Background: an optimization exercise with open tools, aiming at small area. Do not read the settings as production practice.
In this exercise RTL edits were held to simulation tests only and were not proved equivalent to the original.

## design.v

```verilog
`timescale 1ns/1ps
`default_nettype none
package tile_pkg;
    parameter int DATA_WIDTH = 16;
    parameter int DM_WIDTH = 16;
    typedef struct packed {
        logic                  valid;
        logic [DATA_WIDTH-1:0] data;
    } flit_t;
endpackage
`default_nettype wire
`timescale 1ns/1ps
`default_nettype none
package ctrl_pkg;
    parameter int SEL_BITS = 3;
    typedef enum logic [SEL_BITS-1:0] {
        SRC_IN0     = 3'd0,
        SRC_IN1     = 3'd1,
        SRC_IN2     = 3'd2,
        SRC_IN3     = 3'd3,
        SRC_RESULT  = 3'd4,
        SRC_DELAYED = 3'd5,
        SRC_RSVD    = 3'd6,
        SRC_NONE    = 3'd7
    } route_src_e;
    typedef enum logic [2:0] {
        OP_NOP   = 3'd0,
        OP_LOAD  = 3'd1,
        OP_STORE = 3'd3
    } ldst_op_e;
    typedef struct packed {
        logic [3:0][3:0] route;
        logic [3:0]      rsvd_hi;
        logic            pred_inv;
        logic            rsvd_18;
        logic [2:0]      opcode;
        logic [2:0]      const_idx;
        logic            rsvd_11;
        logic [2:0]      pred_sel;
        logic            rsvd_7;
        logic [2:0]      lhs_sel;
        logic            rsvd_3;
        logic [2:0]      rhs_sel;
    } cfg_word_t;
endpackage
`default_nettype wire
`timescale 1ns/1ps
`default_nettype none
module config_store #(
    parameter int CFG_DEPTH = 8
) (
    input  wire                          clk_nop,
    input  wire                          rstn_s,
    input  wire                          i_start_exec,
    input  wire [$clog2(CFG_DEPTH)-1:0]  i_loop_end,
    input  wire                          i_cfg_wr,
    input  wire [$clog2(CFG_DEPTH)-1:0]  i_cfg_addr,
    input  wire [39:0]                   i_cfg_word,
    output logic [4*ctrl_pkg::SEL_BITS-1:0] o_route_sel,
    output logic [ctrl_pkg::SEL_BITS-1:0]   o_rhs_sel,
    output logic [ctrl_pkg::SEL_BITS-1:0]   o_lhs_sel,
    output logic [ctrl_pkg::SEL_BITS-1:0]   o_pred_sel,
    output logic [2:0]                      o_opcode,
    output logic [2:0]                      o_const_idx,
    output logic                            o_pred_inv,
    output logic                            o_exec
);
    localparam int PC_BITS = $clog2(CFG_DEPTH);
    localparam logic [39:0] CFG_IDLE = 40'h7777_00_0777;
    logic [39:0]         cfg_mem [CFG_DEPTH];
    logic [PC_BITS-1:0]  pc;
    ctrl_pkg::cfg_word_t           cur;
    always_ff @(posedge clk_nop or negedge rstn_s) begin
        if (!rstn_s) begin
            for (int i = 0; i < CFG_DEPTH; i++) begin
                cfg_mem[i] <= CFG_IDLE;
            end
        end else if (i_cfg_wr && !i_start_exec) begin
            cfg_mem[i_cfg_addr] <= i_cfg_word;
        end
    end
    always_ff @(posedge clk_nop or negedge rstn_s) begin
        if (!rstn_s) begin
            pc <= '0;
        end else if (!i_start_exec) begin
            pc <= '0;
        end else if (pc == i_loop_end) begin
            pc <= '0;
        end else begin
            pc <= pc + 1'b1;
        end
    end
    assign cur = cfg_mem[pc];
    always_comb begin
        for (int n = 0; n < 4; n++) begin
            o_route_sel[n*ctrl_pkg::SEL_BITS +: ctrl_pkg::SEL_BITS] = cur.route[n][ctrl_pkg::SEL_BITS-1:0];
        end
        o_rhs_sel   = cur.rhs_sel;
        o_lhs_sel   = cur.lhs_sel;
        o_pred_sel  = cur.pred_sel;
        o_opcode    = cur.opcode;
        o_const_idx = cur.const_idx;
        o_pred_inv  = cur.pred_inv;
    end
    assign o_exec = i_start_exec;
endmodule
`default_nettype wire
`timescale 1ns/1ps
`default_nettype none
module const_regfile #(
    parameter int CONST_DEPTH = 8
) (
    input  wire                             clk_nop,
    input  wire                             rstn_s,
    input  wire                             i_start_exec,
    input  wire                             i_const_wr,
    input  wire [$clog2(CONST_DEPTH)-1:0]   i_const_addr,
    input  wire [tile_pkg::DATA_WIDTH-1:0]  i_const_data,
    input  wire [$clog2(CONST_DEPTH)-1:0]   i_const_idx,
    output logic [tile_pkg::DATA_WIDTH-1:0] o_const
);
    logic [tile_pkg::DATA_WIDTH-1:0] const_regs [CONST_DEPTH];
    always_ff @(posedge clk_nop or negedge rstn_s) begin
        if (!rstn_s) begin
            for (int i = 0; i < CONST_DEPTH; i++) begin
                const_regs[i] <= '0;
            end
        end else if (i_const_wr && !i_start_exec) begin
            const_regs[i_const_addr] <= i_const_data;
        end
    end
    assign o_const = const_regs[i_const_idx];
endmodule
`default_nettype wire
`timescale 1ns/1ps
`default_nettype none
module operand_xbar (
    input  wire [4*17-1:0]                  i_flit_in,
    input  wire [16:0]                      i_result,
    input  wire [16:0]                      i_delayed,
    input  wire [4*ctrl_pkg::SEL_BITS-1:0]  i_route_sel,
    input  wire [ctrl_pkg::SEL_BITS-1:0]    i_rhs_sel,
    input  wire [ctrl_pkg::SEL_BITS-1:0]    i_lhs_sel,
    input  wire [ctrl_pkg::SEL_BITS-1:0]    i_pred_sel,
    output logic [4*17-1:0]                 o_flit_out,
    output logic [16:0]                     o_rhs,
    output logic [16:0]                     o_lhs,
    output logic [16:0]                     o_pred
);
    localparam int NUM_SRC = 2 ** ctrl_pkg::SEL_BITS;
    logic [16:0] src_tbl [NUM_SRC];
    always_comb begin
        for (int i = 0; i < 4; i++) begin
            src_tbl[i] = i_flit_in[i*17 +: 17];
        end
        src_tbl[ctrl_pkg::SRC_RESULT]  = i_result;
        src_tbl[ctrl_pkg::SRC_DELAYED] = i_delayed;
        src_tbl[ctrl_pkg::SRC_RSVD]    = '0;
        src_tbl[ctrl_pkg::SRC_NONE]    = '0;
    end
    always_comb begin
        for (int o = 0; o < 4; o++) begin
            o_flit_out[o*17 +: 17] = src_tbl[i_route_sel[o*ctrl_pkg::SEL_BITS +: ctrl_pkg::SEL_BITS]];
        end
    end
    assign o_rhs  = src_tbl[i_rhs_sel];
    assign o_lhs  = src_tbl[i_lhs_sel];
    assign o_pred = src_tbl[i_pred_sel];
endmodule
`default_nettype wire
`timescale 1ns/1ps
`default_nettype none
module ldst_engine #(
    parameter int DM_ADDR_BITS = 8
) (
    input  wire                             clk_nop,
    input  wire                             rstn_s,
    input  wire [16:0]                      i_rhs,
    input  wire [16:0]                      i_lhs,
    input  wire [16:0]                      i_pred,
    input  wire [tile_pkg::DATA_WIDTH-1:0]  i_const,
    input  wire [tile_pkg::DM_WIDTH-1:0]    i_dm_rdata,
    input  wire [2:0]                       i_opcode,
    input  wire [2:0]                       i_pred_sel,
    input  wire                             i_pred_inv,
    input  wire                             i_exec,
    output logic [DM_ADDR_BITS-1:0]         o_dm_addr,
    output logic [tile_pkg::DM_WIDTH-1:0]   o_dm_wdata,
    output logic [tile_pkg::DM_WIDTH-1:0]   o_dm_bit_en,
    output logic                            o_dm_rd_en_n,
    output logic                            o_dm_wr_en_n,
    output logic [16:0]                     o_result,
    output logic [16:0]                     o_delayed
);
    tile_pkg::flit_t                    rhs;
    tile_pkg::flit_t                    lhs;
    tile_pkg::flit_t                    pred;
    logic                     is_load;
    logic                     is_store;
    logic                     pred_hit;
    logic                     pred_ok;
    logic                     do_exec;
    logic [DM_ADDR_BITS-1:0]  eff_addr;
    logic                     load_pend;
    tile_pkg::flit_t                    result_q;
    tile_pkg::flit_t                    delayed_q;
    assign rhs  = i_rhs;
    assign lhs  = i_lhs;
    assign pred = i_pred;
    assign is_load  = (i_opcode == ctrl_pkg::OP_LOAD);
    assign is_store = (i_opcode == ctrl_pkg::OP_STORE);
    assign pred_hit = (pred.valid && (|pred.data)) ^ i_pred_inv;
    assign pred_ok  = (i_pred_sel == ctrl_pkg::SRC_NONE) || (i_pred_sel == ctrl_pkg::SRC_RSVD) || pred_hit;
    assign do_exec  = i_exec && (is_load || is_store) && rhs.valid
                      && (!is_store || lhs.valid) && pred_ok;
    assign eff_addr = rhs.data[DM_ADDR_BITS-1:0] + i_const[DM_ADDR_BITS-1:0];
    always_comb begin
        o_dm_rd_en_n = 1'b1;
        o_dm_wr_en_n = 1'b1;
        o_dm_addr    = '0;
        o_dm_wdata   = '0;
        o_dm_bit_en  = '0;
        if (do_exec) begin
            o_dm_addr = eff_addr;
            if (is_store) begin
                o_dm_wr_en_n = 1'b0;
                o_dm_wdata   = lhs.data;
                o_dm_bit_en  = '1;
            end else begin
                o_dm_rd_en_n = 1'b0;
            end
        end
    end
    always_ff @(posedge clk_nop or negedge rstn_s) begin
        if (!rstn_s) begin
            load_pend <= 1'b0;
        end else begin
            load_pend <= do_exec && is_load;
        end
    end
    always_ff @(posedge clk_nop or negedge rstn_s) begin
        if (!rstn_s) begin
            result_q <= '0;
        end else if (load_pend) begin
            result_q.valid <= 1'b1;
            result_q.data  <= i_dm_rdata;
        end
    end
    always_ff @(posedge clk_nop or negedge rstn_s) begin
        if (!rstn_s) begin
            delayed_q <= '0;
        end else if (i_exec) begin
            delayed_q <= result_q;
        end
    end
    assign o_result  = result_q;
    assign o_delayed = delayed_q;
endmodule
`default_nettype wire
`timescale 1ns/1ps
`default_nettype none
module ldst_tile #(
    parameter int CFG_DEPTH    = 8,
    parameter int CONST_DEPTH  = 8,
    parameter int DM_ADDR_BITS = 8
) (
    input  wire                             clk_nop,
    input  wire                             rstn_s,
    input  wire                             i_start_exec,
    input  wire [$clog2(CFG_DEPTH)-1:0]     i_loop_end,
    input  wire                             i_cfg_wr,
    input  wire [$clog2(CFG_DEPTH)-1:0]     i_cfg_addr,
    input  wire [39:0]                      i_cfg_word,
    input  wire                             i_const_wr,
    input  wire [$clog2(CONST_DEPTH)-1:0]   i_const_addr,
    input  wire [15:0]                      i_const_data,
    input  wire [16:0]                      i_flit_in_0,
    input  wire [16:0]                      i_flit_in_1,
    input  wire [16:0]                      i_flit_in_2,
    input  wire [16:0]                      i_flit_in_3,
    output logic [16:0]                     o_flit_out_0,
    output logic [16:0]                     o_flit_out_1,
    output logic [16:0]                     o_flit_out_2,
    output logic [16:0]                     o_flit_out_3,
    input  wire [15:0]                      i_dm_rdata,
    output logic [DM_ADDR_BITS-1:0]         o_dm_addr,
    output logic [15:0]                     o_dm_wdata,
    output logic [15:0]                     o_dm_bit_en,
    output logic                            o_dm_rd_en_n,
    output logic                            o_dm_wr_en_n
);
    logic [4*17-1:0]       flit_in;
    logic [4*17-1:0]       flit_out;
    logic [16:0]           op_rhs;
    logic [16:0]           op_lhs;
    logic [16:0]           op_pred;
    logic [16:0]           result;
    logic [16:0]           delayed;
    logic [tile_pkg::DATA_WIDTH-1:0] const_val;
    logic [4*ctrl_pkg::SEL_BITS-1:0] route_sel;
    logic [ctrl_pkg::SEL_BITS-1:0]   rhs_sel;
    logic [ctrl_pkg::SEL_BITS-1:0]   lhs_sel;
    logic [ctrl_pkg::SEL_BITS-1:0]   pred_sel;
    logic [2:0]            opcode;
    logic [2:0]            const_idx;
    logic                  pred_inv;
    logic                  exec;
    assign flit_in      = {i_flit_in_3, i_flit_in_2, i_flit_in_1, i_flit_in_0};
    assign o_flit_out_0 = flit_out[0*17 +: 17];
    assign o_flit_out_1 = flit_out[1*17 +: 17];
    assign o_flit_out_2 = flit_out[2*17 +: 17];
    assign o_flit_out_3 = flit_out[3*17 +: 17];
    config_store #(.CFG_DEPTH(CFG_DEPTH)) u_config_store (
        .clk_nop      (clk_nop),
        .rstn_s       (rstn_s),
        .i_start_exec (i_start_exec),
        .i_loop_end   (i_loop_end),
        .i_cfg_wr     (i_cfg_wr),
        .i_cfg_addr   (i_cfg_addr),
        .i_cfg_word   (i_cfg_word),
        .o_route_sel  (route_sel),
        .o_rhs_sel    (rhs_sel),
        .o_lhs_sel    (lhs_sel),
        .o_pred_sel   (pred_sel),
        .o_opcode     (opcode),
        .o_const_idx  (const_idx),
        .o_pred_inv   (pred_inv),
        .o_exec       (exec)
    );
    const_regfile #(.CONST_DEPTH(CONST_DEPTH)) u_const_regfile (
        .clk_nop      (clk_nop),
        .rstn_s       (rstn_s),
        .i_start_exec (i_start_exec),
        .i_const_wr   (i_const_wr),
        .i_const_addr (i_const_addr),
        .i_const_data (i_const_data),
        .i_const_idx  (const_idx),
        .o_const      (const_val)
    );
    operand_xbar u_operand_xbar (
        .i_flit_in   (flit_in),
        .i_result    (result),
        .i_delayed   (delayed),
        .i_route_sel (route_sel),
        .i_rhs_sel   (rhs_sel),
        .i_lhs_sel   (lhs_sel),
        .i_pred_sel  (pred_sel),
        .o_flit_out  (flit_out),
        .o_rhs       (op_rhs),
        .o_lhs       (op_lhs),
        .o_pred      (op_pred)
    );
    ldst_engine #(.DM_ADDR_BITS(DM_ADDR_BITS)) u_ldst_engine (
        .clk_nop      (clk_nop),
        .rstn_s       (rstn_s),
        .i_rhs        (op_rhs),
        .i_lhs        (op_lhs),
        .i_pred       (op_pred),
        .i_const      (const_val),
        .i_dm_rdata   (i_dm_rdata),
        .i_opcode     (opcode),
        .i_pred_sel   (pred_sel),
        .i_pred_inv   (pred_inv),
        .i_exec       (exec),
        .o_dm_addr    (o_dm_addr),
        .o_dm_wdata   (o_dm_wdata),
        .o_dm_bit_en  (o_dm_bit_en),
        .o_dm_rd_en_n (o_dm_rd_en_n),
        .o_dm_wr_en_n (o_dm_wr_en_n),
        .o_result     (result),
        .o_delayed    (delayed)
    );
endmodule
`default_nettype wire
```

## run.sh

```bash
#!/bin/bash
# synth_recipe.tcl (not shown) runs the flow's synth.tcl, then flattens the netlist and writes it again
# the make line also repeats each setting of config.mk as NAME=value (left out here)
make -C /OpenROAD-flow-scripts/flow DESIGN_CONFIG=/design/flow/config.mk WORK_HOME=/design/flow/orfs CLKGATE_MAP_FILE= SYNTH_SCRIPT=/design/flow/synth_recipe.tcl finish
```

## config.mk

```make
export PLATFORM = sky130hd
export DESIGN_NAME = ldst_tile
export DESIGN_NICKNAME = ldst_tile
export VERILOG_FILES = /design/flow/design.v
export SDC_FILE = /design/flow/constraint.sdc
export NUM_CORES = 4
export LEC_CHECK = 0
export CAP_MARGIN = 20
export CORE_MARGIN = 2
export CORE_UTILIZATION = 40
export SLEW_MARGIN = 20
```

## constraint.sdc

```tcl
create_clock -name core_clock -period 12.0 [get_ports {clk_nop}]
set_input_delay 2.4000 -clock core_clock [delete_from_list [all_inputs] [get_ports {clk_nop}]]
set_output_delay 2.4000 -clock core_clock [all_outputs]
set_load 0.01 [all_outputs]
```

==> flow_metrics.tcl <==
set metrics [dict create \
    synth_edf_count 0 \
    cts_max_path_buffers 3 \
    synth_area_mm2 0.02018 \
    cts_setup_buffers 0 \
    rsz0062_at_grt "false" \
    vias 17173 \
    grt_pass1_vias 17517 \
    crit_path_end_kind "output port" \
    gpl.final_weighted_congestion 0.9407 \
    drive_gt1_share_pct 35.02 \
    max_freq_mhz 104.1 \
    ant_nets 0 \
    rows 82 \
    fin_skew_ns 0.01927 \
    grt-ovfl-total 0 \
    clk_latency_ns 0.56 \
    multi_input_area_mm2 0.01113 \
    yosys.area.top_type "dfstp_2" \
    finalHoldViolCount 0 \
    synth.distinct_cells 81 \
    core_area_mm2 0.04997 \
    cts_buffers 38 \
    crit_top_cell "o21ai_0" \
    fillers 4566 \
    hold_class "flop to flop" \
    synth.area.top_cells "dfstp_2, mux2_2, dfrtp_1" \
    setup_violations 0 \
    path_clk_slew_ns 0.06 \
    crit_chain "inv_1 > ha_1 > or4_4 > or2_4 > o22ai_2 > buf_4 > and2_1 > a22oi_1 > nor2_1 > a221oi_1 > o21ai_0 > ha_1 > a21o_1 > a21oi_1 > o21ai_0 > o21ai_0 > nand2b_1 > a21oi_1 > xnor3_1 > and3b_1 > clkdlybuf4s50_1" \
    postSynthNetCount 2042 \
    relSlewSlack_pct 29.18 \
    cts-resized-gates 0 \
    fp.dieW_um 228.6 \
    power_mw 5.529 \
    grt_max_degree 174 \
    tritoncts "done" \
    die_h_um 228.6 \
    busiest_layer "met2" \
    drt-initial-drc-count 2071 \
    grt_first_pass_wirelength_um 110000 \
    route.detailed.drc 0 \
    wl_per_cell_um 26.21 \
    crit_type "flop to output port" \
    cp_slowest_stage_delay_ns 0.87 \
    grtUsageTotal_pct 27.04 \
    tns_ns 0 \
    first_pass_iters 8 \
    tightest_slew_ns 1.058 \
    crit_arrival_ns 7.21 \
    layout.cells.most_common "mux2_2" \
    synth_top_cell_area_share_pct 21.87 \
    yosysWarnings 7 \
    dpl.hpwl_um 45850 \
    viasPerCell 6.258 \
    synthFlopType "dfstp_2" \
    area_growth_syn_to_layout_pct 20.99 \
    p_leak_nw 9.611 \
    period_minus_slack_ns 9.608 \
    maxSlewViolCount 0 \
    use_met3_pct 4.953 \
    avgSynthCellArea_um2 10.77 \
    vdd_drop_max_mv 0.1229 \
    crit_required_ns 9.60 \
    port_buffers 243 \
    setup_ws_ns 2.392 \
    ioPinCount 264 \
    post-route-period-util_pct 80.07 \
    synth_seq_area_share_pct 41.46 \
    htree_levels 2 \
    final_cell_mix "mux2_2, clkdlybuf4s50_1, dfstp_2" \
    antenna_found_initial 4 \
    ff_latch_area_mm2 0.008369 \
    synthArstFlopShare_pct 100.0 \
    drv_cap 0 \
    preCtsSetupSlack_ns 2.990 \
    die-area_mm2 0.05227 \
    routed_wirelength_um 71930 \
    power_density_mw_per_mm2 226.4 \
    crit_fanout 48 \
    ys_ff_latch 326 \
    cts.sinks 326 \
    layout.nets 2212 \
    ctsHoldBuffers 0 \
    status "timing/DRC/antenna clean" \
    grtUsageMet1_pct 34.67 \
    start_kind "flop" \
    syn-instance-count 1874 \
    met2_usage_pct 44.99 \
    start_util_pct 40.39 \
    root_buffer "clkbuf_16" \
    slowest_stage "dfrtp_2" \
]
[worst max-delay path, delay by kind of cell, from the launching register on]
| family | cells | cell delay [ns] |
|---|---|---|
| AOI/OAI and AO/OA | 9 | 1.73 |
| xor gates and xnor gates | 1 | 0.46 |
| adders and majority gates | 2 | 0.60 |
| buffers and inverters | 3 | 1.10 |
| DFF | 1 | 0.87 |
| and+or+nand+nor | 6 | 1.85 |
[area by class of cell]
cell class | count | area share, %
multi-input cells | 1372 | 45.60
flip-flops and latches | 326 | 34.27
repair buffers | 297 | 11.67
clock buffers | 56 | 4.509
well taps | 672 | 3.443
clock inverters | 10 | 0.3484
inverters | 9 | 0.1383
diodes | 2 | 0.02049
[Yosys cell counts (all sizes together), types with 5 or more instances]
library cell,instances
a211oi,17
a21o,8
a21oi,100
a221o,16
a221oi,69
a222oi,20
a22o,10
a22oi,42
a31o,5
a31oi,8
a41oi,8
and2,5
and3,13
and4,17
buf,80
clkbuf,87
dfrtp,158
dfstp,168
ha,13
inv,9
mux2,389
mux2i,118
nand2,161
nand2b,8
nand3,25
nor2,106
nor2b,9
nor3,15
nor3b,5
nor4,29
o21a,9
o21ai,64
o221a,8
o221ai,14
o22ai,17
xor2,5
[final timing paths]
| path | start | endpoint | slack [ns] | depth (start not counted) |
|---|---|---|---|---|
| setup / recovery | u_config_store.pc[2]$_DFF_PN0_ | o_dm_addr[7] | 2.39 | 21 |
| hold / removal | u_config_store.cfg_mem[6][16]$_DFFE_PN0P_ | u_config_store.cfg_mem[6][16]$_DFFE_PN0P_ | 0.50 | 1 |
| hold reg to reg | u_config_store.cfg_mem[6][16]$_DFFE_PN0P_ | u_config_store.cfg_mem[6][16]$_DFFE_PN0P_ | 0.50 | 1 |
| min in group asynchronous | rstn_s | u_config_store.cfg_mem[1][15]$_DFFE_PN0P_ | 1.85 | 1 |
| setup reg to reg | u_config_store.pc[2]$_DFF_PN0_ | u_ldst_engine.load_pend$_DFF_PN0_ | 7.45 | 12 |
| max in group asynchronous | rstn_s | u_const_regfile.const_regs[5][1]$_DFFE_PN0P_ | 8.68 | 2 |
[stage by stage]
step	cell area [um^2]	instances	hold slack, ns	util [%]
2_1_floorplan	20180	1874	0.4708	-
3_3_place_gp	23230	2676	0.4825	46.49
3_5_place_dp	23230	2676	0.4927	46.49
4_1_cts	24410	2742	0.5048	48.86
5_1_grt	24420	2744	0.5181	48.87
6_report	24420	2744	0.4993	48.87
[state kept, by name, summed over array words and instances, names as in the netlist]
name,cells
u_config_store.cfg_mem,224
u_config_store.pc,3
u_ldst_engine.load_pend,1
u_ldst_engine.result_q,17
u_ldst_engine.delayed_q,17
u_const_regfile.const_regs,64
[report_power, final]
group / internal [mW] / total [mW] / switching [mW]
sequential: 1.47 / 1.75 / 0.279
clock: 0.658 / 1.13 / 0.470
combinational: 1.18 / 2.65 / 1.47
total: 3.31 / 5.53 / 2.22
[layer usage]
layer	up-vias	share of wire, %
met5	-	0.036
met4	4	4.2
met3	208	7.3
met2	854	47
met1	8678	41
li1	7429	-
[cell families (layout without fill, tap and decap cells)]
kind of cell	Yosys count	in the layout	synth area share, %
other	0	2	0
xor gates and xnor gates	8	8	0.4153
muxes	509	509	27.80
buffers and inverters	176	372	4.098
and+or+nand+nor	410	410	9.627
adders and majority gates	14	14	0.9051
AOI/OAI and AO/OA	431	431	15.70
DFF	326	326	41.46

## static timing again, ports no longer ideal
No port has a modelled driver above. Below, the same layout with a new extraction and two added sets of constraints.
Step 1 (the two cells are an assumption about what drives the block):
set clk [get_ports {clk_nop}]
set_driving_cell -lib_cell sky130_fd_sc_hd__clkbuf_16 $clk
set_driving_cell -lib_cell sky130_fd_sc_hd__buf_2 [delete_from_list [all_inputs] $clk]
Step 2 moves the port delays by t, midway between the first and last clock arrival at a register: inputs arrive t later, outputs are due t later. That takes back most of the time a late clock gives input paths.
a / b / c = no drivers / after step 1 / after step 2; a / b = the first two.
t, ns: 0.601
setup WS [ns]: 2.392 / 2.338 / 2.939
hold WS [ns]: 0.499 / 0.499 / 0.499
clock arrival spread, ns: 0.020 / 0.021
After both steps setup and hold are still met in this run. The setup slack of this run moves by -0.054 ns with the drivers and by +0.547 ns with both steps.
